Background: an optimization exercise with open tools, aiming at small area, a short achievable clock period and few clock cycles per item. Do not read the settings as production practice. In this exercise RTL edits were held to simulation tests only and were not proved equivalent to the original. Power figures rest on the tool's default switching activity, not on a simulated workload.

==> run A <==
==> flow/design.v <==
package compact_pkg;
	localparam int ELEM_W = 4 + 16;
	typedef logic signed [ELEM_W-1:0] elem_t;
	typedef logic [$clog2(16)-1:0] idx_t;
	typedef enum logic [1:0] {
		ST_IDLE,  
		ST_SCAN,  
		ST_HOLD   
	} scan_state_e;
endpackage
`timescale 1ns/1ps
module sparse_compactor (
	clk,
	reset,
	i_in_valid,
	o_in_ready,
	i_act,
	i_wgt,
	o_out_valid,
	i_out_taken,
	o_act,
	o_wgt
);
localparam int L = 16;
localparam int EW = compact_pkg::ELEM_W;
localparam int W = L * EW;
input clk, reset;
input i_in_valid;
output logic o_in_ready;
input logic [W-1:0] i_act;
input logic [W-1:0] i_wgt;
output logic o_out_valid;
input i_out_taken;
output logic [W-1:0] o_act;
output logic [W-1:0] o_wgt;
logic [W-1:0] act_q, wgt_q;
logic [4*L-1:0] act_z, wgt_z, act_zq, wgt_zq;
logic full;
logic load;
zero_count act_cnt (.i_vec(i_act), .o_z(act_z));
zero_count wgt_cnt (.i_vec(i_wgt), .o_z(wgt_z));
assign load = !full || i_out_taken;
assign o_in_ready = load;
assign o_out_valid = full;
always_ff @(posedge clk) begin
	if (reset) begin
		full <= 1'b0;
	end
	else if (load) begin
		full <= i_in_valid;
	end
end
always_ff @(posedge clk) begin
	if (load) begin
		act_q <= i_act;
		wgt_q <= i_wgt;
		act_zq <= act_z;
		wgt_zq <= wgt_z;
	end
end
shift_net act_net (.i_vec(act_q), .i_z(act_zq), .o_vec(o_act));
shift_net wgt_net (.i_vec(wgt_q), .i_z(wgt_zq), .o_vec(o_wgt));
endmodule
module zero_count (
	input logic [16*compact_pkg::ELEM_W-1:0] i_vec,
	output logic [4*16-1:0] o_z
);
localparam int L = 16;
localparam int EW = compact_pkg::ELEM_W;
logic [L-1:0] nz;
logic [4:0] cnt [L+1];
always_comb begin
	for (int i = 0; i < L; i++) begin
		nz[i] = |i_vec[i*EW +: EW];
	end
	cnt[0] = '0;
	for (int i = 0; i < L; i++) begin
		cnt[i+1] = cnt[i] + {4'd0, !nz[i]};
	end
	for (int i = 0; i < L; i++) begin
		o_z[i*4 +: 4] = nz[i] ? cnt[i][3:0] : 4'd0;
	end
end
endmodule
module shift_net (
	input logic [16*compact_pkg::ELEM_W-1:0] i_vec,
	input logic [4*16-1:0] i_z,
	output logic [16*compact_pkg::ELEM_W-1:0] o_vec
);
localparam int L = 16;
localparam int EW = compact_pkg::ELEM_W;
logic [EW-1:0] d [5][L];
logic [3:0] z [5][L];
always_comb begin
	for (int p = 0; p < L; p++) begin
		d[0][p] = i_vec[p*EW +: EW];
		z[0][p] = i_z[p*4 +: 4];
	end
	for (int k = 0; k < 4; k++) begin
		for (int p = 0; p < L; p++) begin
			d[k+1][p] = z[k][p][k] ? '0 : d[k][p];
			z[k+1][p] = z[k][p][k] ? '0 : z[k][p];
			if (p + (1 << k) < L) begin
				if (z[k][p + (1 << k)][k]) begin
					d[k+1][p] = d[k+1][p] | d[k][p + (1 << k)];
					z[k+1][p] = z[k+1][p] | z[k][p + (1 << k)];
				end
			end
		end
	end
	for (int p = 0; p < L; p++) begin
		o_vec[p*EW +: EW] = d[4][p];
	end
end
endmodule
==> flow/run.sh <==
#!/bin/bash
# synth_recipe.tcl (not shown) runs the flow's synth.tcl, then flattens the netlist and writes it again
# the make line also repeats each setting of config.mk as NAME=value (left out here)
make -C /OpenROAD-flow-scripts/flow DESIGN_CONFIG=/design/flow/config.mk WORK_HOME=/design/flow/orfs CLKGATE_MAP_FILE= SYNTH_SCRIPT=/design/flow/synth_recipe.tcl finish
==> flow/config.mk <==
export PLATFORM = sky130hd
export DESIGN_NAME = sparse_compactor
export DESIGN_NICKNAME = sparse_compactor
export VERILOG_FILES = /design/flow/design.v
export SDC_FILE = /design/flow/constraint.sdc
export NUM_CORES = 4
export LEC_CHECK = 0
export CAP_MARGIN = 20
export CORE_AREA = 5 5 415 415
export DIE_AREA = 0 0 420 420
export SLEW_MARGIN = 20
==> flow/constraint.sdc <==
create_clock -name core_clock -period 5.0 [get_ports {clk}]
set_input_delay 1.0000 -clock core_clock [delete_from_list [all_inputs] [get_ports {clk}]]
set_output_delay 1.0000 -clock core_clock [all_outputs]
set_load 0.01 [all_outputs]
==> run P: changes against run A <==
==> flow/design.v (replaced) <==
package compact_pkg;
	localparam int ELEM_W = 4 + 16;
	typedef logic signed [ELEM_W-1:0] elem_t;
	typedef logic [$clog2(16)-1:0] idx_t;
	typedef enum logic [1:0] {
		ST_IDLE,  
		ST_SCAN,  
		ST_HOLD   
	} scan_state_e;
endpackage
`timescale 1ns/1ps
module scan_fsm (
	clk,
	reset,
	i_in_valid,
	i_out_taken,
	i_last,
	o_in_ready,
	o_out_valid,
	o_capture,
	o_step,
	o_release
);
input clk, reset;
input i_in_valid;
input i_out_taken;
input i_last;
output logic o_in_ready;
output logic o_out_valid;
output logic o_capture;
output logic o_step;
output logic o_release;
compact_pkg::scan_state_e state;
compact_pkg::scan_state_e next_state;
logic accept;  
logic take;    
assign accept = ((state == compact_pkg::ST_IDLE) || take) && i_in_valid;
assign take = (state == compact_pkg::ST_HOLD) && i_out_taken;
always_ff @(posedge clk) begin
	if (reset) begin
		state <= compact_pkg::ST_IDLE;
	end
	else begin
		state <= next_state;
	end
end
always_comb begin
	next_state = state;
	case (state)
		compact_pkg::ST_IDLE: begin
			if (accept) begin
				next_state = compact_pkg::ST_SCAN;
			end
		end
		compact_pkg::ST_SCAN: begin
			if (i_last) begin
				next_state = compact_pkg::ST_HOLD;
			end
		end
		compact_pkg::ST_HOLD: begin
			if (take) begin
				next_state = i_in_valid ? compact_pkg::ST_SCAN : compact_pkg::ST_IDLE;
			end
		end
		default: begin
			next_state = compact_pkg::ST_IDLE;
		end
	endcase
end
assign o_in_ready = (state == compact_pkg::ST_IDLE) || take;
assign o_out_valid = (state == compact_pkg::ST_HOLD);
assign o_capture = accept;
assign o_step = (state == compact_pkg::ST_SCAN);  
assign o_release = take;
endmodule
`timescale 1ns/1ps
module scan_counter (
	clk,
	reset,
	i_clear,
	i_step,
	o_index,
	o_last
);
input clk, reset;
input i_clear;
input i_step;
output compact_pkg::idx_t o_index;
output logic o_last;
always_ff @(posedge clk) begin
	if (reset) begin
		o_index <= '0;
	end
	else if (i_clear) begin
		o_index <= '0;  
	end
	else if (i_step) begin
		o_index <= o_index + 1'b1;  
	end
end
assign o_last = (o_index == compact_pkg::idx_t'(16 - 1));
endmodule
`timescale 1ns/1ps
module operand_buffer (
	clk,
	reset,
	i_capture,
	i_frame,
	i_index,
	o_elem
);
input clk, reset;
input i_capture;
input logic [16*compact_pkg::ELEM_W-1:0] i_frame;
input compact_pkg::idx_t i_index;
output compact_pkg::elem_t o_elem;
compact_pkg::elem_t frame_q [16];
always_ff @(posedge clk) begin
	if (reset) begin
		for (int i = 0; i < 16; i++) begin
			frame_q[i] <= '0;
		end
	end
	else if (i_capture) begin
		for (int i = 0; i < 16; i++) begin
			frame_q[i] <= i_frame[i*compact_pkg::ELEM_W +: compact_pkg::ELEM_W];
		end
	end
end
assign o_elem = frame_q[i_index];
endmodule
`timescale 1ns/1ps
module zero_compactor (
	clk,
	reset,
	i_step,
	i_release,
	i_elem,
	o_slots
);
input clk, reset;
input i_step;
input i_release;
input compact_pkg::elem_t i_elem;
output logic [16*compact_pkg::ELEM_W-1:0] o_slots;
compact_pkg::idx_t wr_ptr;  
logic elem_nz;
logic do_write;
assign elem_nz = (i_elem != '0);
assign do_write = i_step && elem_nz;
always_ff @(posedge clk) begin
	if (reset || i_release) begin
		o_slots <= '0;
	end
	else if (do_write) begin
		for (int i = 0; i < 16; i++) begin
			if (wr_ptr == compact_pkg::idx_t'(i)) begin
				o_slots[i*compact_pkg::ELEM_W +: compact_pkg::ELEM_W] <= i_elem;
			end
		end
	end
end
always_ff @(posedge clk) begin
	if (reset || i_release) begin
		wr_ptr <= '0;
	end
	else if (do_write) begin
		wr_ptr <= wr_ptr + 1'b1;
	end
end
endmodule
`timescale 1ns/1ps
module sparse_compactor (
	clk,
	reset,
	i_in_valid,
	o_in_ready,
	i_act,
	i_wgt,
	o_out_valid,
	i_out_taken,
	o_act,
	o_wgt
);
input clk, reset;
input i_in_valid;
output logic o_in_ready;
input logic [16*compact_pkg::ELEM_W-1:0] i_act;
input logic [16*compact_pkg::ELEM_W-1:0] i_wgt;
output logic o_out_valid;
input i_out_taken;
output logic [16*compact_pkg::ELEM_W-1:0] o_act;
output logic [16*compact_pkg::ELEM_W-1:0] o_wgt;
logic capture;
logic step;
logic release_pulse;
logic last;
compact_pkg::idx_t scan_index;
compact_pkg::elem_t act_elem;
compact_pkg::elem_t wgt_elem;
scan_fsm fsm (
	.clk(clk),
	.reset(reset),
	.i_in_valid(i_in_valid),
	.i_out_taken(i_out_taken),
	.i_last(last),
	.o_in_ready(o_in_ready),
	.o_out_valid(o_out_valid),
	.o_capture(capture),
	.o_step(step),
	.o_release(release_pulse)
);
scan_counter counter (
	.clk(clk),
	.reset(reset),
	.i_clear(capture),
	.i_step(step),
	.o_index(scan_index),
	.o_last(last)
);
operand_buffer act_buf (
	.clk(clk),
	.reset(reset),
	.i_capture(capture),
	.i_frame(i_act),
	.i_index(scan_index),
	.o_elem(act_elem)
);
operand_buffer wgt_buf (
	.clk(clk),
	.reset(reset),
	.i_capture(capture),
	.i_frame(i_wgt),
	.i_index(scan_index),
	.o_elem(wgt_elem)
);
zero_compactor act_pack (
	.clk(clk),
	.reset(reset),
	.i_step(step),
	.i_release(release_pulse),
	.i_elem(act_elem),
	.o_slots(o_act)
);
zero_compactor wgt_pack (
	.clk(clk),
	.reset(reset),
	.i_step(step),
	.i_release(release_pulse),
	.i_elem(wgt_elem),
	.o_slots(o_wgt)
);
endmodule
==> run F: changes against run A <==
==> flow/design.v (replaced) <==
package compact_pkg;
	localparam int ELEM_W = 4 + 16;
	typedef logic signed [ELEM_W-1:0] elem_t;
	typedef logic [$clog2(16)-1:0] idx_t;
	typedef enum logic [1:0] {
		ST_IDLE,  
		ST_SCAN,  
		ST_HOLD   
	} scan_state_e;
endpackage
`timescale 1ns/1ps
module sparse_compactor (
	clk,
	reset,
	i_in_valid,
	o_in_ready,
	i_act,
	i_wgt,
	o_out_valid,
	i_out_taken,
	o_act,
	o_wgt
);
localparam int L = 16;
localparam int EW = compact_pkg::ELEM_W;
localparam int W = L * EW;
input clk, reset;
input i_in_valid;
output logic o_in_ready;
input logic [W-1:0] i_act;
input logic [W-1:0] i_wgt;
output logic o_out_valid;
input i_out_taken;
output logic [W-1:0] o_act;
output logic [W-1:0] o_wgt;
compact_pkg::scan_state_e state;
logic [2:0] grp;
logic [W-1:0] act_f, wgt_f;
assign o_in_ready = (state == compact_pkg::ST_IDLE);
assign o_out_valid = (state == compact_pkg::ST_HOLD);
always_ff @(posedge clk) begin
	if (reset) begin
		state <= compact_pkg::ST_IDLE;
		grp <= '0;
	end
	else begin
		case (state)
			compact_pkg::ST_IDLE: begin
				grp <= '0;
				if (i_in_valid) state <= compact_pkg::ST_SCAN;
			end
			compact_pkg::ST_SCAN: begin
				grp <= grp + 1'b1;
				if (grp == 3'd7) state <= compact_pkg::ST_HOLD;
			end
			compact_pkg::ST_HOLD: begin
				if (i_out_taken) state <= compact_pkg::ST_IDLE;
			end
			default: state <= compact_pkg::ST_IDLE;
		endcase
	end
end
always_ff @(posedge clk) begin
	if (state == compact_pkg::ST_IDLE && i_in_valid) begin
		act_f <= i_act;
		wgt_f <= i_wgt;
	end
end
pack2 act_pack (.clk(clk), .i_clear(state == compact_pkg::ST_IDLE),
	.i_step(state == compact_pkg::ST_SCAN), .i_grp(grp), .i_frame(act_f), .o_slots(o_act));
pack2 wgt_pack (.clk(clk), .i_clear(state == compact_pkg::ST_IDLE),
	.i_step(state == compact_pkg::ST_SCAN), .i_grp(grp), .i_frame(wgt_f), .o_slots(o_wgt));
endmodule
module pack2 (
	input logic clk,
	input logic i_clear,
	input logic i_step,
	input logic [2:0] i_grp,
	input logic [16*compact_pkg::ELEM_W-1:0] i_frame,
	output logic [16*compact_pkg::ELEM_W-1:0] o_slots
);
localparam int L = 16;
localparam int EW = compact_pkg::ELEM_W;
logic [4:0] ptr;
logic [4:0] p;
logic [EW-1:0] e;
logic [L*EW-1:0] nxt;
always_comb begin
	nxt = o_slots;
	p = ptr;
	for (int k = 0; k < 2; k++) begin
		e = i_frame[(2*i_grp + k)*EW +: EW];
		if (e != '0) begin
			for (int s = 0; s < L; s++) begin
				if (p == 5'(s)) nxt[s*EW +: EW] = e;
			end
			p = p + 1'b1;
		end
	end
end
always_ff @(posedge clk) begin
	if (i_clear) begin
		o_slots <= '0;
		ptr <= '0;
	end
	else if (i_step) begin
		o_slots <= nxt;
		ptr <= p;
	end
end
endmodule
==> summary of the runs <==
Run A completed, yet does not pass: setup timing. Run P completed without violations. Run F went through all stages and came out clean.
Clock skew, lowest first: run P, run A, run F.
The lowest first-iteration DRC count belongs to run P, the highest to run A.
Flip-flop and latch count, lowest first: run A, run P, run F.
Maximum frequency, lowest first: run A, run F, run P.
Via count: run P is smaller than run F (about 23%).
Sequential share of layout area: run F is higher than run A (6.0 points).
The highest final area belongs to run F, the lowest to run P.
Between run F and run P, the lower register-to-register slack is in run F (gap 0.08 ns).
Sequential power: run F > run P > run A.
Testbench counts of run A, summed over its fixed seeds: cycles 1,288, items 1,280.
Testbench counts of run P, summed over its fixed seeds: cycles 21,768, items 1,280.
Testbench counts of run F, summed over its fixed seeds: cycles 12,800, items 1,280.

-- re-timing with driven ports --
The results above use ideal ports. As a check the final layouts listed here were re-extracted and re-timed, cells and wires unchanged.
Step 1, drivers: a clkbuf_16 drives clk and a buf_2 each remaining input, both assumed.
Step 2 times the ports against the registers' clock, not the clock port: input delays grow and output delays shrink by t, the midpoint of the rising clock arrivals with the driver on.
a / b / c = no drivers / after step 1 / after step 2; a / b = the first two.
run	shift t [ns]	setup slack, ns	clock arrival spread, ns	worst slew at a driven data input, ns
run A	0.835	-1.343 / -1.268 / -2.103	0.039 / 0.039	0.28
run P	0.855	0.169 / 0.169 / 0.169	0.031 / 0.031	0.23
run F	0.904	0.084 / 0.084 / 0.084	0.057 / 0.058	0.29
For run A, which loses most, drivers alone change the setup slack by +0.075 ns; drivers and shift together by -0.760 ns.
